This design comes from an exercise in tuning for small area on the open sky130 flow, not from production work. Function was checked by simulation only, so behaviour that the tests miss may differ from the original. Power figures rest on the tool's default switching activity, not on a simulated workload.

### flow/design.v
`timescale 1ns/1ps
package seeg_pkg;
    localparam int RHD_CHANNELS = 8;
    localparam int RHS_CHANNELS = 4;
    localparam int ZCHECK_SAMPLES = 8;  
    localparam int CONFIG_WORDS = 10;
    localparam int RHD_CLOCK_DIV = 2;  
    localparam int RHS_CLOCK_DIV = 1;
    localparam int RHD_SEED = 0;
    localparam int RHS_SEED = 128;
    typedef logic [15:0] sample_t;
    typedef logic [3:0] chan_t;  
    typedef logic [1:0] zscale_t;  
    typedef sample_t [RHD_CHANNELS-1:0] rhd_frame_t;
    typedef sample_t [RHS_CHANNELS-1:0] rhs_frame_t;
    typedef struct packed {
        rhs_frame_t rhs;
        rhd_frame_t rhd;
    } record_frame_t;
    typedef sample_t [ZCHECK_SAMPLES-1:0] zcheck_block_t;
    typedef enum logic [1:0] {
        op_config,
        op_record,
        op_zcheck
    } engine_op_e;
endpackage
`timescale 1ns/1ps
`timescale 1ns/1ps
`timescale 1ns/1ps
`timescale 1ns/1ps
module seeg_top (
    input  logic                      clk,
    input  logic                      config_done_reset_flag,
    input  logic                      record_start,
    input  logic                      record_stop,
    input  logic                      zcheck_start,
    input  seeg_pkg::zscale_t         zcheck_scale,
    input  logic                      record_ready,
    input  logic                      zcheck_ready,
    output logic                      busy,
    output logic                      zcheck_done,
    output seeg_pkg::record_frame_t   record_frame,
    output logic                      record_valid,
    output seeg_pkg::zcheck_block_t   zcheck_block,
    output seeg_pkg::chan_t           zcheck_channel,
    output logic                      zcheck_valid
);
    typedef enum logic [2:0] {
        s_ready, s_cfg_open, s_cfg_close, s_run, s_push
    } state_t;
    state_t state;
    logic [4:0] cnt;        
    logic zcheck_mode;
    logic stop_pending;
    logic first;            
    logic [9:0] frame_n;    
    logic [9:0] frame_n2;   
    logic [1:0] scale_q;    
    logic [1:0] zscale;     
    logic [3:0] ch_inc;
    logic rhs_next, last_ch;
    logic done_now;
    logic rec_take, z_take, take;
    assign busy = state != s_ready;
    assign ch_inc = zcheck_channel + 4'd1;
    assign rhs_next = !first && (zcheck_channel[3] || &zcheck_channel[2:0]);
    assign last_ch = !first && zcheck_channel[3] && zcheck_channel[1];
    assign rec_take = state == s_push && !zcheck_mode && (!record_valid || record_ready);
    assign z_take = state == s_push && zcheck_mode && (!zcheck_valid || zcheck_ready);
    assign take = rec_take || z_take;
    always_comb begin
        case (state)
            s_cfg_open:  done_now = cnt[4] && cnt[2] && cnt[1];                
            s_cfg_close: done_now = cnt[4] && cnt[2] && cnt[1] && cnt[0];      
            s_run:       done_now = (zcheck_mode && rhs_next) ? cnt[3] && cnt[1]   
                                                              : cnt[4] && cnt[1];  
            default:     done_now = 1'b0;
        endcase
    end
    assign zcheck_done = state == s_ready && zcheck_mode && cnt[4] && cnt[3];
    always_ff @(posedge clk) begin
        if (config_done_reset_flag) begin
            state <= s_ready;
            record_valid <= 1'b0;
            zcheck_valid <= 1'b0;
        end else begin
            if (rec_take) record_valid <= 1'b1;
            else if (record_ready) record_valid <= 1'b0;
            if (z_take) zcheck_valid <= 1'b1;
            else if (zcheck_ready) zcheck_valid <= 1'b0;
            case (state)
                s_ready: if (record_start || zcheck_start) state <= s_cfg_open;
                s_cfg_open: if (done_now) state <= s_run;
                s_cfg_close: if (done_now) state <= s_ready;
                s_run: if (done_now) state <= s_push;
                s_push: begin
                    if (take) state <= (zcheck_mode ? last_ch : stop_pending) ? s_cfg_close : s_run;
                end
                default: state <= s_ready;
            endcase
        end
    end
    always_ff @(posedge clk) begin
        if (config_done_reset_flag || state == s_ready || take
                || (done_now && state != s_cfg_close))
            cnt <= '0;
        else
            cnt <= cnt + 5'd1;
        if (record_stop) stop_pending <= 1'b1;
        if (take) first <= 1'b0;
        if (state == s_ready) begin
            zcheck_mode <= !record_start;
            stop_pending <= 1'b0;
            first <= 1'b1;
        end
        if (state == s_run && cnt == 5'd0) scale_q <= zcheck_scale;
        if (rec_take) frame_n <= first ? 10'd0
                               : frame_n[0] ? {frame_n2[9:1], 1'b0}
                               : {frame_n[9:1], 1'b1};
        if (z_take) begin
            zcheck_channel <= first ? 4'd0 : {ch_inc[3] || zcheck_channel[3], ch_inc[2:0]};
            zscale <= scale_q;
        end
    end
    logic [191:0] frame_w;
    logic [127:0] block_w;
    assign record_frame = frame_w;
    assign zcheck_block = block_w;
    assign frame_n2 = {frame_n[9:1] + 9'd1, frame_n[0]};
    for (genvar c = 0; c < seeg_pkg::RHD_CHANNELS; c++) begin : g_rhd
        assign frame_w[16*c +: 16] = {frame_n, 6'(c)};
    end
    for (genvar c = 0; c < seeg_pkg::RHS_CHANNELS; c++) begin : g_rhs
        assign frame_w[128 + 16*c +: 16] = {frame_n2, 6'(c)};
    end
    for (genvar k = 0; k < seeg_pkg::ZCHECK_SAMPLES; k++) begin : g_z
        assign block_w[16*k +: 16] =
            16'({zcheck_channel[3], 1'b0, zcheck_channel[2:0], 3'(k)}) << zscale;
    end
endmodule
### flow/flow/run.sh
#!/bin/bash
# Standard synthesis and layout, with two changes to how the layout is built:
# port buffers use the smallest buffer, and constant outputs share the
# synthesis's tie cells instead of one tie cell per port.
set -euo pipefail
export SKIP_REPAIR_TIE_FANOUT=1
export BUFFER_PORTS_ARGS="-buffer_cell sky130_fd_sc_hd__buf_1"
bash standard.sh synth > synth.log 2>&1
bash standard.sh > layout.log 2>&1
### flow/standard.sh
#!/bin/bash
# synth_recipe.tcl (not shown) runs the flow's synth.tcl, then flattens the netlist and writes it again
# the make line also repeats each setting of config.mk as NAME=value (left out here)
make -C /OpenROAD-flow-scripts/flow DESIGN_CONFIG=/design/flow/config.mk WORK_HOME=/design/flow/orfs CLKGATE_MAP_FILE= SYNTH_SCRIPT=/design/flow/synth_recipe.tcl "${@:-finish}"
### flow/config.mk
export PLATFORM = sky130hd
export DESIGN_NAME = seeg_top
export DESIGN_NICKNAME = seeg_top
export VERILOG_FILES = /design/flow/design.v
export SDC_FILE = /design/flow/constraint.sdc
export NUM_CORES = 4
export LEC_CHECK = 0
export ABC_AREA = 1
export CAP_MARGIN = 20
export CORE_MARGIN = 2
export CORE_UTILIZATION = 70
export CTS_BUF_LIST = sky130_fd_sc_hd__clkbuf_2
export SLEW_MARGIN = 20
### flow/constraint.sdc
create_clock -name core_clock -period 5.0 [get_ports {clk}]
set_input_delay 1.0000 -clock core_clock [delete_from_list [all_inputs] [get_ports {clk}]]
set_output_delay 1.0000 -clock core_clock [all_outputs]
set_load 0.01 [all_outputs]
==> run notes, run 1 <==
- The floorplan die width is 77.7 um.
- The floorplan step set the die height to 77.7 um.
- The first error in the log reads "[ERROR PPL-0024] Number of IO pins (337) exceeds maximum number of available positions (272). Increase the die perimeter from 310.86um to 458.32um".
- The synthesized net count is 509.
- The stage at which the flow ended is I/O pin placement (3_2_place_iop).
- The total of warnings raised by yosys is 1.
- The number of unique standard cell types used by synthesis is 28.
- The row count is 26.
- For this configuration, the core starts out at a cell density of 0.735.
- Averaged over all synthesized cells, the footprint is 7.75 um2.
- In the synthesized netlist, the number of instances is 491.
- The sequential area share after synthesis is 0.213.
- The mapped netlist covers 3800 um2.
- The count of state elements after synthesis is 31.
- The run stopped with a tool error.
Yosys cell counts:
master	instances	share of area
sky130_fd_sc_hd__a211oi_1	1	0.0020
sky130_fd_sc_hd__nand2_1	31	0.031
sky130_fd_sc_hd__ha_1	9	0.030
sky130_fd_sc_hd__conb_1	2	0.0020
sky130_fd_sc_hd__nor2_2	3	0.0049
sky130_fd_sc_hd__nor3b_2	1	0.0033
sky130_fd_sc_hd__edfxtp_1	19	0.15
sky130_fd_sc_hd__inv_2	3	0.0030
sky130_fd_sc_hd__dfxtp_1	12	0.063
sky130_fd_sc_hd__nand4_1	2	0.0033
sky130_fd_sc_hd__xnor2_1	4	0.0092
sky130_fd_sc_hd__nor4_1	2	0.0033
sky130_fd_sc_hd__a31oi_1	1	0.0016
sky130_fd_sc_hd__clkbuf_1	1	0.00099
sky130_fd_sc_hd__a21oi_1	6	0.0079
sky130_fd_sc_hd__nand3_1	19	0.025
sky130_fd_sc_hd__nand3b_1	1	0.0020
sky130_fd_sc_hd__and3_1	1	0.0016
sky130_fd_sc_hd__or2_2	2	0.0033
sky130_fd_sc_hd__xor2_1	5	0.012
sky130_fd_sc_hd__buf_2	1	0.0013
sky130_fd_sc_hd__nor2_1	42	0.041
sky130_fd_sc_hd__buf_4	275	0.54
sky130_fd_sc_hd__o21ai_0	8	0.011
sky130_fd_sc_hd__nand4_2	2	0.0066
sky130_fd_sc_hd__a21oi_2	1	0.0023
sky130_fd_sc_hd__inv_1	36	0.036
sky130_fd_sc_hd__nor3_1	1	0.0013
kinds of logic after synthesis:
family / count (synthesis) / share of synthesized area
DFF: 31 / 0.213
xor gates and xnor gates: 9 / 0.0207
adders and majority gates: 9 / 0.0296
and+or+nand+nor: 107 / 0.127
other: 2 / 0.00197
buffers and inverters: 316 / 0.584
AOI/OAI and AO/OA: 17 / 0.0243
==> run 2, diff against run 1 <==
--- a/flow/design.v
+++ b/flow/design.v
@@ -51,3 +51,3 @@
     state_t state;
-    logic [4:0] cnt;        
+    logic [4:0] tmr;        
     logic zcheck_mode;
@@ -59,8 +59,7 @@
     logic [1:0] zscale;     
-    logic [3:0] ch_inc;
     logic rhs_next, last_ch;
-    logic done_now;
+    logic done_now, tmr_clear;
     logic rec_take, z_take, take;
+    localparam logic [4:0] T0 = 5'b01001;
     assign busy = state != s_ready;
-    assign ch_inc = zcheck_channel + 4'd1;
     assign rhs_next = !first && (zcheck_channel[3] || &zcheck_channel[2:0]);
@@ -72,6 +71,6 @@
         case (state)
-            s_cfg_open:  done_now = cnt[4] && cnt[2] && cnt[1];                
-            s_cfg_close: done_now = cnt[4] && cnt[2] && cnt[1] && cnt[0];      
-            s_run:       done_now = (zcheck_mode && rhs_next) ? cnt[3] && cnt[1]   
-                                                              : cnt[4] && cnt[1];  
+            s_cfg_open:  done_now = tmr[4] && tmr[2] && tmr[1];                   
+            s_cfg_close: done_now = tmr[3] && tmr[2] && tmr[0];                   
+            s_run:       done_now = (zcheck_mode && rhs_next) ? tmr[3] && tmr[1]   
+                                  : tmr[2] && !tmr[1] && tmr[0];                  
             default:     done_now = 1'b0;
@@ -79,3 +78,5 @@
     end
-    assign zcheck_done = state == s_ready && zcheck_mode && cnt[4] && cnt[3];
+    assign zcheck_done = state == s_ready && zcheck_mode && !tmr[0];
+    assign tmr_clear = config_done_reset_flag || state == s_ready || take
+                     || (done_now && state != s_cfg_close);
     always_ff @(posedge clk) begin
@@ -103,7 +104,3 @@
     always_ff @(posedge clk) begin
-        if (config_done_reset_flag || state == s_ready || take
-                || (done_now && state != s_cfg_close))
-            cnt <= '0;
-        else
-            cnt <= cnt + 5'd1;
+        tmr <= tmr_clear ? T0 : {tmr[3:0], !(tmr[4] ^ tmr[2])};
         if (record_stop) stop_pending <= 1'b1;
@@ -115,10 +112,13 @@
         end
-        if (state == s_run && cnt == 5'd0) scale_q <= zcheck_scale;
-        if (rec_take) frame_n <= first ? 10'd0
-                               : frame_n[0] ? {frame_n2[9:1], 1'b0}
-                               : {frame_n[9:1], 1'b1};
-        if (z_take) begin
-            zcheck_channel <= first ? 4'd0 : {ch_inc[3] || zcheck_channel[3], ch_inc[2:0]};
-            zscale <= scale_q;
-        end
+        if (state == s_run && tmr[3] && tmr[0] && !tmr[4]) scale_q <= zcheck_scale;
+        if (rec_take) frame_n[0] <= !first && !frame_n[0];
+        if (rec_take && (first || frame_n[0])) frame_n[9:1] <= first ? 9'd0 : frame_n2[9:1];
+        if (z_take) zcheck_channel[0] <= !first && !zcheck_channel[0];
+        if (z_take && (first || zcheck_channel[0]))
+            zcheck_channel[1] <= !first && !zcheck_channel[1];
+        if (z_take && (first || (zcheck_channel[0] && zcheck_channel[1])))
+            zcheck_channel[2] <= !first && !zcheck_channel[2];
+        if (z_take && (first || (zcheck_channel[0] && zcheck_channel[1] && zcheck_channel[2])))
+            zcheck_channel[3] <= !first && !zcheck_channel[3];
+        if (z_take) zscale <= scale_q;
     end
--- a/flow/config.mk
+++ b/flow/config.mk
@@ -10,4 +10,4 @@
 export CORE_MARGIN = 2
-export CORE_UTILIZATION = 70
-export CTS_BUF_LIST = sky130_fd_sc_hd__clkbuf_2
+export CORE_UTILIZATION = 40
+export CTS_BUF_LIST = sky130_fd_sc_hd__clkbuf_4 sky130_fd_sc_hd__clkbuf_8
 export SLEW_MARGIN = 20
==> run notes, run 2 <==
- The cell area power density is 267 nW/um2.
- The run finished with no timing, DRC or antenna violations.
- The global routing usage summed across all routing layers is 0.116.
- For this run, the share of the core covered by cells in the final layout is 0.299.
- The count of cells along the worst register-to-register path is 8.
- The max-cap violation count is 0.
- For this run, the leading register cell type out of synthesis is sky130_fd_sc_hd__edfxtp_1.
- The worst hold path begins at scale_q[0]$_DFFE_PP_.
- Summed over all layers, the global routing overflow is 0.
- The share of synthesized registers carrying an async set or reset was 0 (unchanged).
- The clock tree synthesis step divided the H-tree into 2 levels.
- The initial cell density of the core is 0.410 (-0.325).
- The total of warnings raised by yosys is 1 (unchanged).
- The final layout contains 447 nets.
- The critical path in this run is classified as flip-flop to output pin.
- After synthesis, the most frequently instantiated cells are sky130_fd_sc_hd__buf_4 (275), sky130_fd_sc_hd__nor2_1 (38), sky130_fd_sc_hd__inv_1 (37).
- In the routed layout, each cell is associated on average with a via count of 4.17.
- The most instantiated library cell after synthesis is sky130_fd_sc_hd__buf_4.
- The number of setup violations in the final report is 0.
- Setup repair after global routing left no endpoint under its margin.
- Summed over all nets, the half-perimeter wirelength after detailed placement is 5.37 mm.
- The number of antenna diodes in the final layout is 0.
- The number of antenna violations at the first check in global routing is 0.
- Summed over all layers, the routed wires come to 6.69 mm.
- Buffers inserted during clock tree synthesis total 5.
- Timing would allow up to 302 MHz.
- Entering global routing, the biggest net connects 104 pins.
- The congestion estimate from routability-driven global placement came to 0.862.
- The most common library cell in the layout ignoring fill and taps is sky130_fd_sc_hd__buf_1.
- Internal power comes to 0.488 mW.
- The count of routing violations after the opening detailed-route iteration is 90.
- In the final layout, the registers with the most flip-flops are frame_n (10), tmr (5), zcheck_channel (4).
- The tree is rooted in a sky130_fd_sc_hd__clkbuf_8.
- The final-layout setup total negative slack is 0 ps.
- The cell type contributing the most total cell area after synthesis is sky130_fd_sc_hd__buf_4.
- The via count of the routed design is 2269.
- STA classifies the critical path startpoint as a flip-flop.
- The synthesized net count was 503 (-1.2%).
- The count of state elements after synthesis was 31 (unchanged).
- The switching power total is 0.243 mW.
- The worst setup path is captured at an output pin.
- The fraction of power consumed by sequential logic is 0.438.
- The die outline area is 10200 um2.
- The clock sink count is 31.
- The worst reg2reg path startpoint is frame_n[1]$_SDFFCE_PP0P_.
- The number of top-level design ports is 337.
- The length of routed wiring on met1 is 2.79 mm.
- Measured against its own limit, the worst slew margin works out to 0.344.
- The clock slew at the register clock pins of the worst setup and hold paths is 70 ps.
- The top cell type's share of synthesized area came to 0.550 (+0.00724).
- The sequential area share after synthesis is 0.216 (+0.00284).
- The clock network fraction of total power is 0.338.
- The final critical path time including I/O delays and setup is 3310 ps.
- The floorplan die width is 101 um (+30%).
- The synthesized netlist cell count is 488 (-0.61%).
- Counting tap cells, the placed design contains a total of 536 instances.
- Relative to the synthesized area, the layout overhead comes to -27.2%.
- The row count is 35 (+35%).
- TritonCTS built the clock tree.
- The data required time of the critical path is 4000 ps.
- The average cell area after synthesis is 7.69 um2 (-0.71%).
- IR analysis of the VDD net gives a maximum drop of 0.113 mV.
- After detailed routing, the number of remaining DRC violations is 0.
- The top cell types in the final layout, fill and taps aside, are sky130_fd_sc_hd__buf_1 (217), sky130_fd_sc_hd__nor2_1 (38), sky130_fd_sc_hd__inv_1 (37).
- The number of antenna-violating nets in the routed design is 0.
- The maximum buffer depth of the clock tree is 2.
- After detailed routing, the met2 layer carries 3.36 mm of wire.
- The quantity of gates resized following cts is 0.
- Overall power consumption after layout is estimated at 0.731 mW.
- Of the total power, the share spent switching nets is 0.332.
- By area the synthesized netlist is led by sky130_fd_sc_hd__buf_4 (55%), sky130_fd_sc_hd__edfxtp_1 (15%), sky130_fd_sc_hd__dfxtp_1 (6.4%), sky130_fd_sc_hd__nor2_1 (3.8%), sky130_fd_sc_hd__inv_1 (3.7%).
- The clock insertion delay at the later pin of the skew report is 280 ps.
- In the detailed route, the total length drawn on met3 is 488 um.
- The worst register-to-register path ends at frame_n[7]$_SDFFCE_PP0P_.
- Buffers placed on the I/O ports in this run total 217.
- The number of unique standard cell types used by synthesis is 28 (unchanged).
- The floorplan die height is 101 um (+30%).
- The number of cells on the worst hold path is 0.
- The number of max-slew violations in the final report is 0.
- The slew at the pin with the worst max-slew slack is 975 ps.
- The register with the most flip-flops in the layout has 10 of them.
- The top register by number of flip-flops is frame_n.
- The global-route wire length before repair is 9.27 mm.
- The capture endpoint of the worst hold path is zscale[0]$_DFFE_PP_.
- For this design the static power due to leakage is 1.12 nW.
- Across the whole layout, storage elements account for 811 um2.
- The endpoint arrival time on the critical path is 2310 ps.
- The detailed router used layers up to and including met4.
- The number of global-route vias before repair is 1796.
- In this run the standard cell core region covers 9150 um2.
- The filler cells instantiated in the layout total 1010.
- The combined area of the multi-input logic cells is 712 um2.
- Of the cells placed in the final design, the portion with a size suffix greater than 1 is 0.0439.
- The clock skew is 8.89 ps.
- The count of flip-flops with a built-in enable after synthesis is 19 (unchanged).
- The post-route non-filler standard cell count is 544.
- The number of buffers added to fix hold violations after cts is 0.
- The relative contribution of combinational cells to total power is 0.224.
- The share of the clock period used by the worst path is 0.662.
- The number of buffers added for setup after CTS is 0.
- Along the worst path, the maximum fanout reaches 18.
- After detailed routing, the average wire length per cell comes to 12.3 um.
- The pre-antenna-repair detailed-routing pass consisted of 4 iterations.
- The setup check on the worst reg-to-reg path leaves a slack of 3050 ps.
- The synthesized cell area was 3750 um2 (-1.3%).
- The final hold violation count is 0.
- The path class of the tightest hold or removal check is flip-flop to flip-flop.
-- run 2: cell types whose count changed after synthesis, moves of 2 or more --
cell,delta
sky130_fd_sc_hd__nor3_1,+5
sky130_fd_sc_hd__a21oi_1,+3
sky130_fd_sc_hd__xor2_1,-2
sky130_fd_sc_hd__nand4_2,-2
sky130_fd_sc_hd__mux2i_1,+2
sky130_fd_sc_hd__nor2_1,-4
sky130_fd_sc_hd__nand3_1,-2
sky130_fd_sc_hd__ha_1,-3
sky130_fd_sc_hd__inv_2,-3
sky130_fd_sc_hd__xnor2_1,-4
sky130_fd_sc_hd__nor3_2,+2
-- run 2: power groups by stage --
stage	clock network (mW)	logic [mW]	registers [mW]
2_1_floorplan	0	0.207	0.319
3_3_place_gp	0	0.161	0.325
3_5_place_dp	0	0.165	0.326
4_1_cts	0.257	0.165	0.320
5_1_grt	0.271	0.192	0.323
6_report	0.247	0.164	0.320
-- run 2: cell type report --
| type | count | share of cell area |
|---|---|---|
| clock buffer | 5 | 0.0252 |
| clock inverter | 3 | 0.0160 |
| inverter | 38 | 0.0527 |
| multi-input combinational | 139 | 0.261 |
| sequential | 31 | 0.297 |
| tap | 111 | 0.0508 |
| timing repair buffer | 217 | 0.298 |
-- run 2: cell families (layout without fill, tap and decap cells) --
group                      count (synthesis)  in the layout  share of synthesized area
adders and majority gates                  6              6                     0.0200
muxes                                      2              2                    0.00533
other                                      2              2                    0.00200
DFF                                       31             31                      0.216
AOI/OAI and AO/OA                         19             19                     0.0260
xor gates and xnor gates                   3              3                    0.00700
buffers and inverters                    318            263                      0.594
and+or+nand+nor                          107            107                      0.129
-- run 2: worst max path at each step --
stage / startpoint / to / cells past startpoint
floorplan: frame_n[1]$_SDFFCE_PP0P_ / record_frame[159] / 8
global placement: zscale[1]$_DFFE_PP_ / zcheck_block[89] / 5
detailed placement: zscale[1]$_DFFE_PP_ / zcheck_block[25] / 5
CTS: zscale[1]$_DFFE_PP_ / zcheck_block[25] / 5
global route: zscale[1]$_DFFE_PP_ / zcheck_block[121] / 5
finish: zscale[1]$_DFFE_PP_ / zcheck_block[41] / 5
-- run 2: worst max-delay path, cell delays in order, from the launching register on --
cell and delay (ps):
sky130_fd_sc_hd__edfxtp_1 530, sky130_fd_sc_hd__inv_1 310, sky130_fd_sc_hd__nor2_1 300, sky130_fd_sc_hd__inv_1 130, sky130_fd_sc_hd__nor2_1 540, sky130_fd_sc_hd__buf_1 210
-- run 2: layer usage --
layer | up-vias | track usage
met4 | 0 | 0.0379
met1 | 1029 | 0.142
met5 | - | 0
li1 | 1115 | -
met2 | 120 | 0.197
met3 | 5 | 0.0319
-- run 2: through the flow --
stage / hold WS (ps) / instance area, um2 / setup slack, ps
floorplan: 400 / 3750 / 2190
global placement: 412 / 2620 / 2200
detailed placement: 417 / 2620 / 2040
CTS: 433 / 2730 / 1720
global route: 442 / 2730 / 1530
finish: 429 / 2730 / 1690
==> run 3, diff against run 2 <==
--- a/flow/config.mk
+++ b/flow/config.mk
@@ -11,3 +11,4 @@
 export CORE_UTILIZATION = 40
-export CTS_BUF_LIST = sky130_fd_sc_hd__clkbuf_4 sky130_fd_sc_hd__clkbuf_8
+export CTS_BUF_LIST = sky130_fd_sc_hd__clkbuf_4
+export CTS_CLUSTER_DIAMETER = 20
 export SLEW_MARGIN = 20
==> run notes, run 3 <==
- The capture endpoint of the worst hold path is zscale[0]$_DFFE_PP_.
- The kind of start point of the critical path is a flip-flop.
- The critical path endpoint category is an output pin.
- The maximum buffer depth of the clock tree came to 2 (unchanged).
- The slew at the pin with the worst max-slew slack is 962 ps (-12.9 ps).
- The clock sink count is 31 (unchanged).
- The area growth from synthesis to layout is -28.0%.
- The data required time of the critical path is 4000 ps (about the same).
- frame_n holds more flip-flops than any other register.
- The flop-to-flop setup slack is 3030 ps (-20 ps).
- The library cell used most frequently in the layout, excluding fill and tap cells, is sky130_fd_sc_hd__buf_1.
- The synthesized net count is 503 (unchanged).
- The number of max-slew violations in the final report is 0 (unchanged).
- The worst hold slack is 436 ps (+7.64 ps).
- The number of top-level design ports was 337 (unchanged).
- The synthesized netlist cell count was 488 (unchanged).
- The core area is 9150 um2 (unchanged).
- The count of nets after finishing is 447 (unchanged).
- The worst setup path is of the flip-flop to output pin kind.
- The count of state elements after synthesis was 31 (unchanged).
- The count of flip-flops with a built-in enable after synthesis is 19 (unchanged).
- The number of levels the H-tree was split into came to 2 (unchanged).
- The via count of the routed design was 2264 (-0.22%).
- The max-cap violation count is 0 (unchanged).
- The share of post-route cells with drive strength above 1 is 0.0439 (unchanged).
- The quantity of gates resized following cts is 0 (unchanged).
- Setup repair after global routing left no endpoint under its margin.
- The post-route worst setup slack came to 1630 ps (-61.2 ps).
- The residual overflow from global routing came to 0 (unchanged).
- Sorting the synthesized cells by how often they occur yields sky130_fd_sc_hd__buf_4 (275), sky130_fd_sc_hd__nor2_1 (38), sky130_fd_sc_hd__inv_1 (37).
- The final critical path time including I/O delays and setup is 3370 ps (+61.2 ps).
- The flow ran to the end and the layout has no timing, DRC or antenna violations.
- The endpoint arrival time on the critical path is 2370 ps (+60 ps).
- The clock slew at the register clock pins of the worst setup and hold paths is 100 ps (+30 ps).
- The number of cells on the worst hold path was 0 (unchanged).
- The count of cells along the worst register-to-register path was 8 (unchanged).
- The die outline area was 10200 um2 (unchanged).
- The floorplan die height came to 101 um (unchanged).
- Ranked by total cell area, the synthesized netlist is headed by sky130_fd_sc_hd__buf_4 (55%), sky130_fd_sc_hd__edfxtp_1 (15%), sky130_fd_sc_hd__dfxtp_1 (6.4%), sky130_fd_sc_hd__nor2_1 (3.8%), sky130_fd_sc_hd__inv_1 (3.7%).
- The number of global-route vias before repair is 1798 (+0.11%).
- The post-layout utilization of the core is 0.295 (-0.00342).
- The worst reg2reg path startpoint is frame_n[1]$_SDFFCE_PP0P_.
- The largest net degree at the start of global routing is 104 (unchanged).
- The synthesized cell area is 3750 um2 (unchanged).
- In the layout the commonest cells are sky130_fd_sc_hd__buf_1 (217), sky130_fd_sc_hd__nor2_1 (38), sky130_fd_sc_hd__inv_1 (37).
- The number of antenna repair diodes is 0 (unchanged).
- The buffer cell driving the clock tree root is sky130_fd_sc_hd__clkbuf_4.
- The number of port buffers is 217 (unchanged).
- TritonCTS built the clock tree.
- The highest achievable clock rate is 297 MHz (-1.8%).
- The row count came to 35 (unchanged).
- The number of buffers added to fix hold violations after cts is 0 (unchanged).
- The number of antenna-violating nets in the routed design is 0 (unchanged).
- The total leakage power is 1.11 nW (-1.2%).
- The final-layout setup total negative slack is 0 ps (unchanged).
- The worst hold path begins at scale_q[0]$_DFFE_PP_.
- The sequential area share after synthesis was 0.216 (unchanged).
- For this design, the slowest cell found on the critical path is sky130_fd_sc_hd__nor2_1.
- The highest net fanout along the worst path is 18 (unchanged).
- The top cell type's share of synthesized area is 0.550 (unchanged).
- The clock insertion delay at the later pin of the skew report is 330 ps (+50 ps).
- The floorplan die width came to 101 um (unchanged).
- The headroom to the max-slew limit is 0.353 (+0.00868).
- The worst IR drop on VDD came to 0.113 mV (about the same).
- The global routing usage summed across all routing layers is 0.115 (-0.00102).
- Walking the worst path, the cells encountered are inv_1 > nor2_1 > inv_1 > nor2_1 > buf_1.
- The post-detailed-route via-to-cell ratio is 4.16 (-0.22%).
- The average cell area after synthesis is 7.69 um2 (unchanged).
- The average detailed-routed wire length per instance is 12.3 um (-0.42%).
- The number of setup violations in the final report is 0 (unchanged).
- The share of the clock period used by the worst path is 0.674 (+0.0122).
- The worst setup path startpoint is zscale[1]$_DFFE_PP_.
- The stage delay of the slowest cell on the critical path is 560 ps (+20 ps).
- The initial cell density of the core is 0.410 (unchanged).
- The count of routing violations after the opening detailed-route iteration is 79 (-12%).
- The number of antenna violations at the first check in global routing is 0 (unchanged).
- The sum of routed wire length over all layers is 6.67 mm (-0.42%).
- The total of warnings raised by yosys is 1 (unchanged).
- The placed wire-length estimate after detailed placement was 5.37 mm (unchanged).
- The global-route wire length before repair is 9.20 mm (-0.67%).
- In the final layout, the registers with the most flip-flops are frame_n (10), tmr (5), zcheck_channel (4).
- The share of synthesized registers carrying an async set or reset came to 0 (unchanged).
- The worst slack at placement is 2040 ps (unchanged).
- The number of clock buffers inserted by TritonCTS was 5 (unchanged).
- The number of flip-flops under the largest register name is 10 (unchanged).
- The number of unique standard cell types used by synthesis is 28 (unchanged).
- The number of buffers added for setup after CTS is 0 (unchanged).
- Summed over all instances, the cell type with the most area after synthesis is sky130_fd_sc_hd__buf_4.
- The weighted congestion reported at the end of routability-driven placement is 0.862 (unchanged).
- The iteration count of the initial detailed-routing pass came to 4 (unchanged).
- The worst hold-check path type is flip-flop to flip-flop.
- The number of remaining DRC errors is 0 (unchanged).
- The worst reg2reg path endpoint is frame_n[7]$_SDFFCE_PP0P_.
- sky130_fd_sc_hd__buf_4 is the most common cell in the netlist.
- The most frequently used flop master after synthesis is sky130_fd_sc_hd__edfxtp_1.
- The clock skew is 15.7 ps (+6.81 ps).
- The cell area power density is 253 nW/um2 (-5.6%).
- The final hold violation count is 0 (unchanged).
[run 3: cell counts after synthesis]
Identical to the previous run, type by type.
[run 3: layer usage]
metal | global-route usage | wire, um | vias to the layer above
met5 | 0 | 0 | -
met4 | 0.0411 | 80 | 0
met3 | 0.0298 | 496 | 6
met2 | 0.197 | 3330 | 119
met1 | 0.140 | 2760 | 1028
li1 | - | - | 1111
[run 3: kinds of logic after synthesis]
group,share of synthesized area
multiplexers,0.00533
flip-flops,0.216
XOR/XNOR,0.00700
AO/OA/AOI/OAI,0.0260
AND/OR/NAND/NOR,0.129
adder cells (fa/ha/maj),0.0200
other,0.00200
buffers and inverters,0.594
[run 3: worst max path at each step]
stage	slack (ps)	end
floorplan	2190	record_frame[159]
global placement	2200	zcheck_block[89]
detailed placement	2040	zcheck_block[25]
CTS	1650	zcheck_block[25]
global route	1460	zcheck_block[121]
finish	1630	zcheck_block[41]
[run 3: cell type report]
cell class | instances | area, um2
Multi-Input combinational cell | 139 | 712
Inverter | 38 | 144
Fill cell | 1015 | 6450
Clock inverter | 3 | 43.8
Clock buffer | 5 | 37.5
Tap cell | 111 | 139
Sequential cell | 31 | 811
Timing Repair Buffer | 217 | 815
[run 3: power by group]
part	switching (mW)	internal [mW]
combinational	0.122	0.0420
clock	0.0934	0.105
sequential	0.0219	0.298
[run 3: metrics by stage]
| step | std cells | power [mW] | cell area (um2) |
|---|---|---|---|
| 6_report | 544 | 0.682 | 2700 |
| 2_1_floorplan | 488 | 0.526 | 3750 |
| 5_1_grt | 544 | 0.733 | 2700 |
| 3_5_place_dp | 536 | 0.490 | 2620 |
| 4_1_cts | 544 | 0.694 | 2700 |
| 3_3_place_gp | 536 | 0.486 | 2620 |
[run 3: critical path: cells and delay by family, from the launching register on]
family,cells,cell delay [ps]
buffers and inverters,3,650
flip-flops,1,540
AND/OR/NAND/NOR,2,850
==> run 4, diff against run 3 <==
==> flow/flow/run.sh (replaced) <==
#!/bin/bash
# The standard synthesis and layout, with these changes to how they are
# done: ABC maps the logic with an area-recovery script (flow/area.abc) in
# place of ORFS's; port buffers use the smallest buffer; constant outputs
# share the synthesis's tie cells instead of one tie cell per port.
set -euo pipefail
work=$PWD
export SKIP_REPAIR_TIE_FANOUT=1
export BUFFER_PORTS_ARGS="-buffer_cell sky130_fd_sc_hd__buf_1"
export MY_ABC_SCRIPT=$work/flow/area.abc
{
  cat <<'TCL'
proc abc {args} {
  set i [lsearch -exact $args -script]
  if {$i >= 0} { lset args [expr {$i + 1}] $::env(MY_ABC_SCRIPT) }
  puts "abc script replaced: abc $args"
  yosys abc {*}$args
}
TCL
  cat synth_recipe.tcl
} > own_synth.tcl
sed "s#SYNTH_SCRIPT=[^ ]*#SYNTH_SCRIPT=$work/own_synth.tcl#" standard.sh > own_standard.sh
bash own_standard.sh synth > synth.log 2>&1
bash own_standard.sh > layout.log 2>&1
==> flow/flow/area.abc (new file) <==
strash
dch -f
amap
topo
buffer -c
upsize -c
dnsize -c
==> run notes, run 4 <==
- The headroom to the max-slew limit is 0.363 (+0.0101).
- The flop-to-flop setup slack is 2710 ps (-320 ps).
- The synthesized netlist cell count was 459 (-5.9%).
- The average detailed-routed wire length per instance is 13.0 um (+5.9%).
- The clock slew at the register clock pins of the worst setup and hold paths is 100 ps (about the same).
- The worst IR drop on VDD came to 0.141 mV (+25%).
- The number of antenna repair diodes came to 0 (unchanged).
- The share of synthesized registers carrying an async set or reset was 0 (unchanged).
- The post-route worst setup slack is 1710 ps (+77.6 ps).
- In this run the worst setup path terminates at zcheck_block[121].
- The slew at the pin with the worst max-slew slack came to 948 ps (-14.2 ps).
- The post-detailed-route via-to-cell ratio is 4.30 (+3.3%).
- The most frequently used flop master after synthesis is sky130_fd_sc_hd__edfxtp_1.
- The number of antenna violations at the first check in global routing is 0 (unchanged).
- The clock insertion delay at the later pin of the skew report was 330 ps (about the same).
- The weighted congestion reported at the end of routability-driven placement is 0.768 (-11%).
- The number of clock buffers inserted by TritonCTS is 5 (unchanged).
- After synthesis, the most frequently instantiated cells are sky130_fd_sc_hd__buf_4 (275), sky130_fd_sc_hd__nor2_1 (43), sky130_fd_sc_hd__inv_1 (25).
- The core area is 8810 um2 (-3.8%).
- The count of cells along the worst register-to-register path is 10 (+2).
- The number of antenna-violating nets in the routed design was 0 (unchanged).
- The max-cap violation count is 0 (unchanged).
- The sequential area share after synthesis was 0.221 (+0.00539).
- The top cell type's share of synthesized area is 0.564 (+0.0137).
- The largest registers in the layout are frame_n (10), tmr (5), zcheck_channel (4).
- The final critical path time including I/O delays and setup is 3290 ps (-77.6 ps).
- The global-route wire length before repair is 9.36 mm (+1.7%).
- The total power draw was 0.603 mW (-12%).
- The cell count after placement is 506 (-5.6%).
- The highest achievable clock rate is 304 MHz (+2.4%).
- The synthesized net count is 474 (-5.8%).
- The register cell area after layout was 811 um2 (unchanged).
- The number of top-level design ports was 337 (unchanged).
- The number of global-route vias before repair was 1740 (-3.2%).
- The combined area of the multi-input logic cells is 678 um2 (-4.7%).
- The worst hold-check path type is flip-flop to flip-flop.
- The number of levels the H-tree was split into came to 2 (unchanged).
- Tracing the worst setup path back leads to its startpoint at zscale[1]$_DFFE_PP_.
- On the critical path, the stage with the largest delay is an instance of sky130_fd_sc_hd__edfxtp_1.
- The number of remaining DRC errors was 0 (unchanged).
- The placed wire-length estimate after detailed placement is 5.26 mm (-2.1%).
- The most common library cell in the layout ignoring fill and taps is sky130_fd_sc_hd__buf_1.
- The stage delay of the slowest cell on the critical path was 590 ps (+30 ps).
- The worst slack at placement was 2100 ps (+59.3 ps).
- The row count came to 34 (-2.9%).
- The maximum buffer depth of the clock tree is 2 (unchanged).
- The total of warnings raised by yosys is 1 (unchanged).
- The number of buffers added to fix hold violations after cts is 0 (unchanged).
- The total leakage power is 0.951 nW (-14%).
- The iteration count of the initial detailed-routing pass is 4 (unchanged).
- The cell area power density is 231 nW/um2 (-8.7%).
- STA classifies the critical path startpoint as a flip-flop.
- The run finished with no timing, DRC or antenna violations.
- STA classifies the critical path endpoint as an output pin.
- Compared with the post-synthesis result, the final layout area differs by -28.6%.
- The final-layout setup total negative slack was 0 ps (unchanged).
- The highest net fanout along the worst path is 16 (-2).
- The number of flip-flops under the largest register name was 10 (unchanged).
- The final-layout fill cell count is 958 (-5.6%).
- The count of routing violations after the opening detailed-route iteration is 111 (+41%).
- The cell area after placement was 2540 um2 (-3.1%).
- The worst hold path begins at scale_q[1]$_DFFE_PP_.
- The sum of routed wire length over all layers was 6.67 mm (about the same).
- The clock skew was 7.63 ps (-8.06 ps).
- The average cell area after synthesis is 7.98 um2 (+3.7%).
- The number of port buffers came to 217 (unchanged).
- The number of max-slew violations in the final report is 0 (unchanged).
- The endpoint arrival time on the critical path is 2290 ps (-80 ps).
- The cell area after layout was 2620 um2 (-3.1%).
- The count of state elements after synthesis came to 31 (unchanged).
- Yosys instantiated no cell more often than sky130_fd_sc_hd__buf_4.
- The quantity of gates resized following cts is 0 (unchanged).
- The final hold violation count was 0 (unchanged).
- Walking the worst path, the cells encountered are inv_1 > nor2_1 > inv_1 > nor2_1 > buf_1.
- The top cell types in the final layout, fill and taps aside, are sky130_fd_sc_hd__buf_1 (217), sky130_fd_sc_hd__nor2_1 (43), sky130_fd_sc_hd__inv_1 (25).
- The clock sink count is 31 (unchanged).
- The worst reg2reg path startpoint is state[1]$_SDFFE_PP0P_.
- The biggest area contributor in the post-synthesis netlist is sky130_fd_sc_hd__buf_4.
- The number of buffers added for setup after CTS is 0 (unchanged).
- The number of unique standard cell types used by synthesis is 31 (+11%).
- The via count of the routed design is 2210 (-2.4%).
- Ranked by flip-flop count, first place goes to frame_n.
- The floorplan die width is 99.7 um (-1.2%).
- The worst hold slack is 434 ps (-2.85 ps).
- The share of the clock period used by the worst path was 0.658 (-0.0155).
- Setup repair after global routing left no endpoint under its margin.
- The count of flip-flops with a built-in enable after synthesis came to 19 (unchanged).
- The post-route non-filler standard cell count is 514 (-5.5%).
- The critical path class is flip-flop to output pin.
- The global routing usage summed across all routing layers is 0.119 (+0.00333).
- The post-layout utilization of the core is 0.297 (+0.00195).
- The die outline area is 9940 um2 (-2.3%).
- The count of nets after finishing is 420 (-6.0%).
- TritonCTS built the clock tree.
- The buffer cell driving the clock tree root is sky130_fd_sc_hd__clkbuf_4.
- The data required time of the critical path is 4000 ps (about the same).
- The residual overflow from global routing was 0 (unchanged).
- The initial cell density of the core was 0.416 (+0.00577).
- The number of setup violations in the final report is 0 (unchanged).
- By area the synthesized netlist is led by sky130_fd_sc_hd__buf_4 (56%), sky130_fd_sc_hd__edfxtp_1 (16%), sky130_fd_sc_hd__dfxtp_1 (6.6%), sky130_fd_sc_hd__nor2_1 (4.4%), sky130_fd_sc_hd__inv_1 (2.6%).
- The largest net degree at the start of global routing came to 104 (unchanged).
- The share of post-route cells with drive strength above 1 is 0.0345 (-0.00940).
- The synthesized cell area was 3660 um2 (-2.4%).
- The floorplan die height is 99.7 um (-1.2%).
- The worst register-to-register path ends at state[0]$_SDFFE_PP0P_.
-- run 4: cell count changes in the layout (fill, tap and decap cells not counted), sizes merged, moves of 3 or more --
cell,before,now
o22ai,0,3
nand2,32,15
nor2b,0,9
inv,37,25
nand3,18,3
o21ai,9,5
-- run 4: worst min-delay path by stage --
stage / end / slack [ps] / cells after the start
after CTS: zscale[1]$_DFFE_PP_ / 440 / 0
after floorplan: zscale[0]$_DFFE_PP_ / 400 / 0
after global placement: zscale[1]$_DFFE_PP_ / 410 / 0
after detailed placement: zscale[1]$_DFFE_PP_ / 410 / 0
after global routing: zscale[0]$_DFFE_PP_ / 450 / 0
final: zscale[1]$_DFFE_PP_ / 430 / 0
-- run 4: cells by family after synthesis --
kind of cell | count (synthesis) | synth area share
adders and majority gates | 6 | 0.0205
buffers and inverters | 304 | 0.593
AOI/OAI and AO/OA | 29 | 0.0550
and+or+nand+nor | 86 | 0.105
xor gates and xnor gates | 1 | 0.00239
DFF | 31 | 0.221
other | 2 | 0.00205
-- run 4: area by class of cell --
cell class	count	share of cell area
Inverter	25	0.0359
Tap cell	108	0.0517
Sequential cell	31	0.310
Clock buffer	5	0.0143
Clock inverter	3	0.0148
Multi-Input combinational cell	124	0.259
Timing Repair Buffer	218	0.314
-- run 4: worst max-delay path, delay by kind of cell, from the launching register on --
kind | cells | cell delay [ps]
and+or+nand+nor | 2 | 720
DFF | 1 | 590
buffers and inverters | 3 | 650
-- run 4: report_power, final --
group          internal, mW  switching (mW)
clock                 0.103          0.0916
sequential            0.286         0.00988
combinational        0.0243          0.0886
total                 0.413           0.190
-- run 4: layer usage --
metal	vias up	global-route usage	part of all wire
met1	1029	0.148	0.41
met5	-	0	0
li1	1055	-	-
met3	7	0.0330	0.077
met2	119	0.198	0.50
met4	0	0.0400	0.011
==> run 5, diff against run 4 <==
--- a/flow/design.v
+++ b/flow/design.v
@@ -48,3 +48,9 @@
     typedef enum logic [2:0] {
-        s_ready, s_cfg_open, s_cfg_close, s_run, s_push
+        s_ready     = 3'b000,
+        s_cfg_close = 3'b001,
+        s_run       = 3'b010,
+        s_push      = 3'b011,
+        s_cfg_open  = 3'b101,
+        s_run1      = 3'b110,
+        s_push1     = 3'b111
     } state_t;
@@ -54,3 +60,2 @@
     logic stop_pending;
-    logic first;            
     logic [9:0] frame_n;    
@@ -59,2 +64,3 @@
     logic [1:0] zscale;     
+    logic first, in_run, in_push, in_cfg;
     logic rhs_next, last_ch;
@@ -64,15 +70,21 @@
     assign busy = state != s_ready;
-    assign rhs_next = !first && (zcheck_channel[3] || &zcheck_channel[2:0]);
-    assign last_ch = !first && zcheck_channel[3] && zcheck_channel[1];
-    assign rec_take = state == s_push && !zcheck_mode && (!record_valid || record_ready);
-    assign z_take = state == s_push && zcheck_mode && (!zcheck_valid || zcheck_ready);
+    assign first = state[2];
+    assign in_run = state[1] && !state[0];
+    assign in_push = state[1] && state[0];
+    assign in_cfg = !state[1] && state[0];
+    assign rhs_next = (zcheck_channel[3] && !(zcheck_channel[1] && zcheck_channel[0]))
+                   || (zcheck_channel[2] && zcheck_channel[1] && zcheck_channel[0]);
+    assign last_ch = zcheck_channel[3] && zcheck_channel[1] && !zcheck_channel[0];
+    assign rec_take = in_push && !zcheck_mode && (!record_valid || record_ready);
+    assign z_take = in_push && zcheck_mode && (!zcheck_valid || zcheck_ready);
     assign take = rec_take || z_take;
     always_comb begin
-        case (state)
-            s_cfg_open:  done_now = tmr[4] && tmr[2] && tmr[1];                   
-            s_cfg_close: done_now = tmr[3] && tmr[2] && tmr[0];                   
-            s_run:       done_now = (zcheck_mode && rhs_next) ? tmr[3] && tmr[1]   
-                                  : tmr[2] && !tmr[1] && tmr[0];                  
-            default:     done_now = 1'b0;
-        endcase
+        if (in_cfg)
+            done_now = first ? tmr[4] && tmr[2] && tmr[1]        
+                             : tmr[3] && tmr[2] && tmr[0];       
+        else if (in_run)
+            done_now = (zcheck_mode && rhs_next) ? tmr[3] && tmr[1]   
+                                                 : tmr[2] && !tmr[1] && tmr[0];  
+        else
+            done_now = 1'b0;
     end
@@ -93,6 +105,7 @@
                 s_ready: if (record_start || zcheck_start) state <= s_cfg_open;
-                s_cfg_open: if (done_now) state <= s_run;
+                s_cfg_open: if (done_now) state <= s_run1;
                 s_cfg_close: if (done_now) state <= s_ready;
                 s_run: if (done_now) state <= s_push;
-                s_push: begin
+                s_run1: if (done_now) state <= s_push1;
+                s_push, s_push1: begin
                     if (take) state <= (zcheck_mode ? last_ch : stop_pending) ? s_cfg_close : s_run;
@@ -106,3 +119,2 @@
         if (record_stop) stop_pending <= 1'b1;
-        if (take) first <= 1'b0;
         if (state == s_ready) begin
@@ -110,14 +122,14 @@
             stop_pending <= 1'b0;
-            first <= 1'b1;
         end
-        if (state == s_run && tmr[3] && tmr[0] && !tmr[4]) scale_q <= zcheck_scale;
+        if (in_run && tmr[3] && tmr[0] && !tmr[4]) scale_q <= zcheck_scale;
         if (rec_take) frame_n[0] <= !first && !frame_n[0];
         if (rec_take && (first || frame_n[0])) frame_n[9:1] <= first ? 9'd0 : frame_n2[9:1];
-        if (z_take) zcheck_channel[0] <= !first && !zcheck_channel[0];
-        if (z_take && (first || zcheck_channel[0]))
-            zcheck_channel[1] <= !first && !zcheck_channel[1];
-        if (z_take && (first || (zcheck_channel[0] && zcheck_channel[1])))
-            zcheck_channel[2] <= !first && !zcheck_channel[2];
-        if (z_take && (first || (zcheck_channel[0] && zcheck_channel[1] && zcheck_channel[2])))
-            zcheck_channel[3] <= !first && !zcheck_channel[3];
+        if (config_done_reset_flag) zcheck_channel <= 4'd11;
+        else if (z_take) begin
+            zcheck_channel[0] <= !zcheck_channel[0];
+            zcheck_channel[1] <= zcheck_channel[1] ^ zcheck_channel[0];
+            zcheck_channel[2] <= (zcheck_channel[2] ^ (zcheck_channel[1] && zcheck_channel[0]))
+                              && !zcheck_channel[3];
+            zcheck_channel[3] <= rhs_next;
+        end
         if (z_take) zscale <= scale_q;
==> run notes, run 5 <==
- The clock skew is 14.3 ps (+6.71 ps).
- The number of global-route vias before repair is 1757 (+0.98%).
- The number of clock buffers inserted by TritonCTS came to 5 (unchanged).
- In the synthesized netlist, the cells that appear most often are sky130_fd_sc_hd__buf_4 (275), sky130_fd_sc_hd__nor2_1 (32), sky130_fd_sc_hd__inv_1 (27).
- The global-route wire length before repair was 8.67 mm (-7.4%).
- The clock sink count is 30 (-3.2%).
- The sequential area share after synthesis is 0.206 (-0.0153).
- The final-layout setup total negative slack is 0 ps (unchanged).
- The top register by number of flip-flops is frame_n.
- The global routing met2 resource utilization is 0.191 (-0.00676).
- The final-layout fill cell count is 981 (+2.4%).
- The beginning of the worst hold path is scale_q[1]$_DFFE_PP_.
- The share of post-route cells with drive strength above 1 came to 0.0468 (+0.0123).
- The number of antenna repair diodes is 0 (unchanged).
- The clock slew at the register clock pins of the worst setup and hold paths came to 100 ps (about the same).
- The cell area after layout is 2580 um2 (-1.5%).
- In the final layout, the registers with the most flip-flops are frame_n (10), tmr (5), zcheck_channel (4).
- The count of flip-flops with a built-in enable after synthesis is 15 (-4).
- The most used flip-flop cell after synthesis is sky130_fd_sc_hd__edfxtp_1.
- The die outline area came to 9890 um2 (-0.52%).
- Leaving out fill and tap cells, the most frequent cells in the layout are sky130_fd_sc_hd__buf_1 (217), sky130_fd_sc_hd__nor2_1 (32), sky130_fd_sc_hd__inv_1 (27).
- Among cell families on the critical path, the largest total delay comes from simple AND/OR/NAND/NOR gates.
- The weighted congestion reported at the end of routability-driven placement is 0.788 (+2.7%).
- Summed over all instances, the cell type with the most area after synthesis is sky130_fd_sc_hd__buf_4.
- The count of routing violations after the opening detailed-route iteration was 45 (-59%).
- The cell area power density was 286 nW/um2 (+24%).
- The cell area after placement is 2510 um2 (-0.99%).
- From synthesis to final layout, the design area changed by -29.2%.
- The largest net degree at the start of global routing came to 104 (unchanged).
- The number of antenna violations at the first check in global routing came to 0 (unchanged).
- The slew at the pin with the worst max-slew slack was 866 ps (-81.6 ps).
- The path class of the tightest hold or removal check is flip-flop to flip-flop.
- The floorplan die width is 99.4 um (-0.26%).
- The number of max-slew violations in the final report is 0 (unchanged).
- The number of port buffers is 217 (unchanged).
- The global routing usage summed across all routing layers is 0.108 (-0.0108).
- The floorplan die height is 99.4 um (-0.26%).
- Setup repair after global routing left no endpoint under its margin.
- The final hold violation count was 0 (unchanged).
- The number of unique standard cell types used by synthesis is 34 (+9.7%).
- The worst IR drop on VDD is 0.0884 mV (-37%).
- The highest net fanout along the worst path is 12 (-4).
- The number of buffers added to fix hold violations after cts was 0 (unchanged).
- The post-route worst setup slack came to 1680 ps (-28.7 ps).
- The global routing met3 resource utilization is 0.0260 (-0.00703).
- The maximum buffer depth of the clock tree came to 2 (unchanged).
- The iteration count of the initial detailed-routing pass was 4 (unchanged).
- The endpoint arrival time on the critical path came to 2320 ps (+30 ps).
- The number of flip-flops under the largest register name came to 10 (unchanged).
- The synthesized cell area is 3640 um2 (-0.55%).
- The via count of the routed design was 2139 (-3.2%).
- The most common library cell in the layout ignoring fill and taps is sky130_fd_sc_hd__buf_1.
- The data required time of the critical path was 4000 ps (about the same).
- The number of buffers added for setup after CTS is 0 (unchanged).
- The synthesized net count was 477 (+0.63%).
- Counting stages on the worst path, the most repeated cell is sky130_fd_sc_hd__nor3_1.
- The TritonCTS clock tree is yes.
- The stage delay of the slowest cell on the critical path is 550 ps (-40 ps).
- The number of remaining DRC errors was 0 (unchanged).
- The final critical path time including I/O delays and setup came to 3320 ps (+28.7 ps).
- The most heavily used metal layer in global routing is met2.
- The number of top-level design ports was 337 (unchanged).
- The buffer cell driving the clock tree root is sky130_fd_sc_hd__clkbuf_4.
- The share of the clock period used by the worst path is 0.664 (+0.00574).
- The met1 global-route usage came to 0.126 (-0.0222).
- The combined area of the multi-input logic cells is 711 um2 (+4.8%).
- The placed wire-length estimate after detailed placement is 4.86 mm (-7.7%).
- Sorting the synthesized cells by area gives the leading types as sky130_fd_sc_hd__buf_4 (57%), sky130_fd_sc_hd__edfxtp_1 (12%), sky130_fd_sc_hd__dfxtp_1 (8.2%), sky130_fd_sc_hd__nor2_1 (3.3%), sky130_fd_sc_hd__inv_1 (2.8%).
- The sum of routed wire length over all layers is 6.09 mm (-8.7%).
- The count of state elements after synthesis is 30 (-3.2%).
- The residual overflow from global routing came to 0 (unchanged).
- STA classifies the critical path endpoint as an output pin.
- The quantity of gates resized following cts is 0 (unchanged).
- The top cell type's share of synthesized area is 0.567 (+0.00310).
- The share of synthesized registers carrying an async set or reset was 0 (unchanged).
- The register cell area after layout came to 751 um2 (-7.4%).
- The worst reg2reg path startpoint is zcheck_channel[0]$_SDFFE_PP1P_.
- The headroom to the max-slew limit is 0.421 (+0.0575).
- The average cell area after synthesis is 7.90 um2 (-0.98%).
- The total leakage power came to 0.946 nW (-0.48%).
- The setup path with the least slack is of type flip-flop to output pin.
- Among all stages on the critical path, the largest delay is contributed by sky130_fd_sc_hd__edfxtp_1.
- The number of setup violations in the final report was 0 (unchanged).
- The row count is 34 (unchanged).
- The number of antenna-violating nets in the routed design came to 0 (unchanged).
- The core area is 8760 um2 (-0.48%).
- The max-cap violation count is 0 (unchanged).
- The initial cell density of the core is 0.416 (about the same).
- The clock insertion delay at the later pin of the skew report is 330 ps (about the same).
- The worst slack at placement is 2020 ps (-75.7 ps).
- In this run the worst setup path begins at frame_n[1]$_SDFFCE_PP0P_.
- Traced cell by cell, the critical path runs through ha_1 > nand2_1 > nor3_1 > inv_1 > nor3_1 > xor2_1 > buf_1.
- The number of levels the H-tree was split into is 2 (unchanged).
- The post-detailed-route via-to-cell ratio was 4.16 (-3.2%).
- Yosys instantiated no cell more often than sky130_fd_sc_hd__buf_4.
- The critical path buffer and inverter count is 2 (-1).
- The highest achievable clock rate is 301 MHz (-0.86%).
- The total of warnings raised by yosys is 1 (unchanged).
- The flow ran to the end and the layout has no timing, DRC or antenna violations.
- The synthesized netlist cell count is 461 (+0.44%).
- The count of nets after finishing is 421 (+0.24%).
- The average detailed-routed wire length per instance is 11.9 um (-8.7%).
- The kind of start point of the critical path is a flip-flop.
run 5: changes by cell type in the layout (fill, tap and decap cells not counted), sizes merged, moves of 2 or more:
cell	before	now
nor2	43	34
nor3	7	13
inv	25	30
edfxtp	19	15
o22ai	3	7
dfxtp	12	15
nand2	15	12
a211oi	1	3
and3	2	0
nor2b	9	7
o21a	2	0
o21ai	5	7
o221ai	0	2
run 5: worst paths after layout:
check | to | slack (ps) | cells past startpoint
worst min register to register | zscale[1]$_DFFE_PP_ | 430 | 0
worst min-delay path | zscale[1]$_DFFE_PP_ | 430 | 0
worst max-delay path | record_frame[175] | 1680 | 7
worst max register to register | tmr[3]$_SDFF_PP1_ | 2660 | 8
run 5: layout make-up:
class / instances / area share
well taps: 108 / 0.0524
flip-flops and latches: 30 / 0.291
repair buffers: 217 / 0.316
multi-input cells: 121 / 0.276
clock buffers: 6 / 0.0175
inverters: 30 / 0.0437
clock inverters: 2 / 0.00340
run 5: kinds of logic (layout without fill, tap and decap cells):
| group | Yosys count | count (layout) | synth area share |
|---|---|---|---|
| compound gates | 37 | 37 | 0.0649 |
| buf+inv | 310 | 255 | 0.603 |
| fa+ha+maj | 7 | 7 | 0.0240 |
| flops | 30 | 30 | 0.206 |
| xor+xnor | 1 | 1 | 0.00241 |
| other cells | 2 | 2 | 0.00206 |
| simple gates | 74 | 74 | 0.0976 |
run 5: worst reg2reg max path: stages, from the launching register on:
cell                        delay (ps)
sky130_fd_sc_hd__dfxtp_1           550
sky130_fd_sc_hd__ha_1              270
sky130_fd_sc_hd__nor2_1             60
sky130_fd_sc_hd__a31oi_1           200
sky130_fd_sc_hd__nor2_1             80
sky130_fd_sc_hd__a31o_2            220
sky130_fd_sc_hd__a41oi_1           280
sky130_fd_sc_hd__o2111ai_1         240
sky130_fd_sc_hd__or2_2             330
run 5: stage by stage:
stage          cells  power [mW]   util  hold WS (ps)
6_report         514       0.738  0.294           427
5_1_grt          514       0.791  0.294           455
4_1_cts          514       0.742  0.293           433
3_5_place_dp     506       0.601  0.287           414
3_3_place_gp     506       0.595  0.287           401
2_1_floorplan    461       0.634      -           400
run 5: power by group:
part	total (mW)	internal, mW	switching, mW
logic	0.253	0.0731	0.180
registers	0.344	0.299	0.0454
clock network	0.140	0.0582	0.0822
total	0.738	0.430	0.308
run 5: per-layer routing:
layer,vias to the layer above,share of wire
li1,1066,-
met1,953,0.39
met2,115,0.52
met3,5,0.079
met4,0,0.013
met5,-,0
==> run 6, diff against run 5 <==
==> flow/flow/area.abc (replaced) <==
strash
dch -f
amap
topo
==> run notes, run 6 <==
- The count of flip-flops with a built-in enable after synthesis is 15 (unchanged).
- The max-cap violation count is 0 (unchanged).
- The number of antenna violations at the first check in global routing is 0 (unchanged).
- The residual overflow from global routing is 0 (unchanged).
- The final-layout setup total negative slack is 0 ps (unchanged).
- The fraction of power consumed by sequential logic is 0.442 (-0.025).
- The count of routing violations after the opening detailed-route iteration is 90 (+100%).
- The endpoint arrival time on the critical path is 2540 ps (+220 ps).
- The clock insertion delay at the later pin of the skew report was 320 ps (about the same).
- Ranked by total cell area, the synthesized netlist is headed by sky130_fd_sc_hd__buf_4 (57%), sky130_fd_sc_hd__edfxtp_1 (13%), sky130_fd_sc_hd__dfxtp_1 (8.3%), sky130_fd_sc_hd__nor2_1 (3.5%), sky130_fd_sc_hd__clkinv_1 (3.1%).
- The run finished with no timing, DRC or antenna violations.
- The weighted congestion reported at the end of routability-driven placement is 0.759 (-3.6%).
- The register cell area after layout is 751 um2 (unchanged).
- The synthesized-area fraction occupied by and/or/nand/nor cells was 0.0915 (-0.00608).
- The post-layout utilization of the core is 0.296 (+0.00172).
- The sequential area share after synthesis is 0.209 (+0.00258).
- The slew at the pin with the worst max-slew slack is 932 ps (+65.3 ps).
- The number of setup violations in the final report is 0 (unchanged).
- The critical path class is flip-flop to output pin.
- The number of antenna repair diodes is 0 (unchanged).
- The share of the clock period used by the worst path came to 0.708 (+0.0437).
- The cell area power density is 302 nW/um2 (+5.5%).
- The sum of routed wire length over all layers is 6.06 mm (-0.54%).
- The highest achievable clock rate is 283 MHz (-6.2%).
- The global-route wire length before repair is 8.47 mm (-2.2%).
- The largest net degree at the start of global routing is 104 (unchanged).
- Traced cell by cell, the critical path runs through clkinv_1 > nor2_1 > clkinv_1 > nor2_1 > buf_1.
- The iteration count of the initial detailed-routing pass was 4 (unchanged).
- The number of levels the H-tree was split into is 2 (unchanged).
- Among all cell types in the netlist, the one instantiated most often is sky130_fd_sc_hd__buf_4.
- In the synthesized netlist the dominant register cell turns out to be sky130_fd_sc_hd__edfxtp_1.
- The number of buffers added to fix hold violations after cts came to 0 (unchanged).
- The buffer cell driving the clock tree root is sky130_fd_sc_hd__clkbuf_4.
- The headroom to the max-slew limit is 0.377 (-0.0437).
- The number of remaining DRC errors is 0 (unchanged).
- The share of synthesized registers carrying an async set or reset is 0 (unchanged).
- The count of nets after finishing is 422 (+0.24%).
- The average detailed-routed wire length per instance is 11.8 um (-0.73%).
- The share of post-route cells with drive strength above 1 is 0.0246 (-0.0222).
- The final critical path time including I/O delays and setup was 3540 ps (+219 ps).
- The synthesized net count is 472 (-1.0%).
- The TritonCTS clock tree is yes.
- The count of cell instances traversed by the critical path is 5 (-2).
- The number of antenna-violating nets in the routed design was 0 (unchanged).
- The worst hold-check path type is flip-flop to flip-flop.
- Setup repair after global routing left no endpoint under its margin.
- The combined area of the multi-input logic cells is 684 um2 (-3.7%).
- The clock sink count was 30 (unchanged).
- The cell family contributing the most delay on the critical path is buffers and inverters.
- The fraction of the mapped netlist area in adder cells is 0.0243 (+0.000301).
- The cell type contributing the most total cell area after synthesis is sky130_fd_sc_hd__buf_4.
- The XOR/XNOR share of the synthesized area was 0.00243 (+0.0000301).
- The average cell area after synthesis is 7.89 um2 (-0.15%).
- The number of clock buffers inserted by TritonCTS came to 5 (unchanged).
- The number of max-slew violations in the final report came to 0 (unchanged).
- The clock network fraction of total power is 0.243 (+0.053).
- The final hold violation count was 0 (unchanged).
- The critical path endpoint category is an output pin.
- The synthesized netlist cell count is 456 (-1.1%).
- The count of cells along the worst register-to-register path is 9 (+1).
- Leaving out fill and tap cells, the most frequent cell in the layout is sky130_fd_sc_hd__buf_1.
- The number of buffers added for setup after CTS came to 0 (unchanged).
- The total leakage power is 0.851 nW (-10%).
- The relative contribution of combinational cells to total power is 0.315 (-0.028).
- The number of port buffers is 217 (unchanged).
- The data required time of the critical path is 4000 ps (about the same).
- The number of global-route vias before repair came to 1676 (-4.6%).
- The worst IR drop on VDD is 0.130 mV (+47%).
- The core area is 8720 um2 (-0.49%).
- The clock slew at the register clock pins of the worst setup and hold paths is 100 ps (about the same).
- The floorplan die height is 98.8 um (-0.60%).
- The mux share of post-synthesis cell area was 0 (unchanged).
- The highest net fanout along the worst path is 16 (+4).
- The count of state elements after synthesis was 30 (unchanged).
- The synthesized cell area came to 3600 um2 (-1.2%).
- The post-detailed-route via-to-cell ratio is 4.25 (+2.2%).
- The number of flip-flops under the largest register name is 10 (unchanged).
- The worst hold slack is 427 ps (+0.0880 ps).
- The cell at the slowest stage of the critical path is sky130_fd_sc_hd__edfxtp_1.
- The number of cells on the worst hold path is 0 (unchanged).
- The switching power total came to 0.306 mW (-0.55%).
- The total of warnings raised by yosys is 1 (unchanged).
- The combinational family with the most area after synthesis is buffers and inverters.
- The quantity of gates resized following cts is 0 (unchanged).
- The placed wire-length estimate after detailed placement was 4.89 mm (+0.65%).
- The internal power consumption was 0.474 mW (+10%).
- Ranked by flip-flop count, first place goes to frame_n.
- The stage delay of the slowest cell on the critical path is 590 ps (+40 ps).
- The global routing usage summed across all routing layers is 0.107 (-0.00143).
- The kind of start point of the critical path is a flip-flop.
- Ranked by instance count, the synthesized netlist is headed by sky130_fd_sc_hd__buf_4 (275), sky130_fd_sc_hd__nor2_1 (34), sky130_fd_sc_hd__clkinv_1 (30).
- The total power draw is 0.780 mW (+5.6%).
- The top cell type's share of synthesized area is 0.574 (+0.00710).
- The post-route worst setup slack is 1460 ps (-219 ps).
- The via count of the routed design came to 2191 (+2.4%).
- The final-layout fill cell count came to 966 (-1.5%).
- The row count is 34 (unchanged).
- The library cells used most frequently in the layout, excluding fill and tap cells, are sky130_fd_sc_hd__buf_1 (217), sky130_fd_sc_hd__nor2_1 (34), sky130_fd_sc_hd__clkinv_1 (30).
- The die outline area is 9770 um2 (-1.2%).
- The worst slack at placement is 1830 ps (-190 ps).
- The clock skew was 1.35 ps (-13.0 ps).
- The compound-gate portion of the synthesized area was 0.0657 (+0.000813).
- The number of top-level design ports came to 337 (unchanged).
- The switching portion of total power came to 0.393 (-0.0245).
- In the final layout, the registers with the most flip-flops are frame_n (10), tmr (5), zcheck_channel (4).
- The maximum buffer depth of the clock tree is 2 (unchanged).
- From synthesis to final layout, the design area changed by -28.3%.
- The floorplan die width is 98.8 um (-0.60%).
- The number of unique standard cell types used by synthesis is 27 (-21%).
- The initial cell density of the core is 0.412 (-0.00314).
- The critical path buffer and inverter count was 3 (+1).
==> run 6: logic make-up after synthesis <==
group,after synthesis
buf+inv,305
simple gates,74
compound gates,37
flops,30
fa+ha+maj,7
other cells,2
xor+xnor,1
==> run 6: layout make-up <==
cell class | count | area share
repair buffers | 218 | 0.318
flip-flops and latches | 30 | 0.291
multi-input cells | 121 | 0.265
well taps | 108 | 0.0524
inverters | 30 | 0.0436
clock inverters | 3 | 0.0155
clock buffers | 5 | 0.0145
==> run 6: final timing paths <==
| kind | slack (ps) | end | startpoint |
|---|---|---|---|
| setup reg to reg | 2230 | state[2]$_SDFFE_PP0P_ | state[0]$_SDFFE_PP0P_ |
| hold / removal | 430 | zscale[1]$_DFFE_PP_ | scale_q[1]$_DFFE_PP_ |
| hold reg to reg | 430 | zscale[1]$_DFFE_PP_ | scale_q[1]$_DFFE_PP_ |
| setup / recovery | 1460 | zcheck_block[9] | zscale[1]$_DFFE_PP_ |
==> run 6: power groups by stage <==
stage	registers [mW]	clock network, mW	logic [mW]
global placement	0.348	0	0.241
detailed placement	0.349	0	0.244
CTS	0.343	0.199	0.245
finish	0.345	0.189	0.246
global route	0.353	0.209	0.279
floorplan	0.336	0	0.289
==> run 6: routing by layer <==
| layer | track usage | part of all wire |
|---|---|---|
| met4 | 0.0369 | 0.010 |
| met1 | 0.138 | 0.43 |
| met3 | 0.0291 | 0.080 |
| met5 | 0 | 0 |
| met2 | 0.171 | 0.48 |
==> run 6: metrics by stage <==
step / area [um2] / instances
after global routing: 2580 / 515
after detailed placement: 2490 / 506
after global placement: 2490 / 506
final: 2580 / 515
after CTS: 2570 / 514
after floorplan: 3600 / 456

-- re-timing with driven ports --
The results above use ideal ports. As a check the final layouts listed here were re-extracted and re-timed, cells and wires unchanged. Step 1, drivers: a clkbuf_16 drives clk and a buf_2 each remaining input, both assumed. Step 2 moves the port delays by t, midway between the first and last clock arrival at a register: inputs arrive t later, outputs are due t later. That takes back most of the time a late clock gives input paths. Three values: ideal ports, drivers, drivers and shift; two values: the first two.
| run | t (ns) | slack for setup (ns) | worst setup path at the end | worst register clock-pin slew, ns | pins driven straight from the clock port |
|---|---|---|---|---|---|
| run 2 | 0.306 | 1.691 / 1.661 / 1.967 | register to output | 0.07 / 0.07 | 1 |
| run 3 | 0.354 | 1.630 / 1.604 / 1.958 | register to output | 0.11 / 0.11 | 1 |
| run 4 | 0.358 | 1.708 / 1.678 / 2.036 | register to output | 0.11 / 0.11 | 1 |
| run 5 | 0.351 | 1.679 / 1.651 / 2.002 | register to output | 0.10 / 0.10 | 1 |
| run 6 | 0.348 | 1.460 / 1.435 / 1.783 | register to output | 0.10 / 0.10 | 1 |
After both steps every run listed still meets setup and hold.
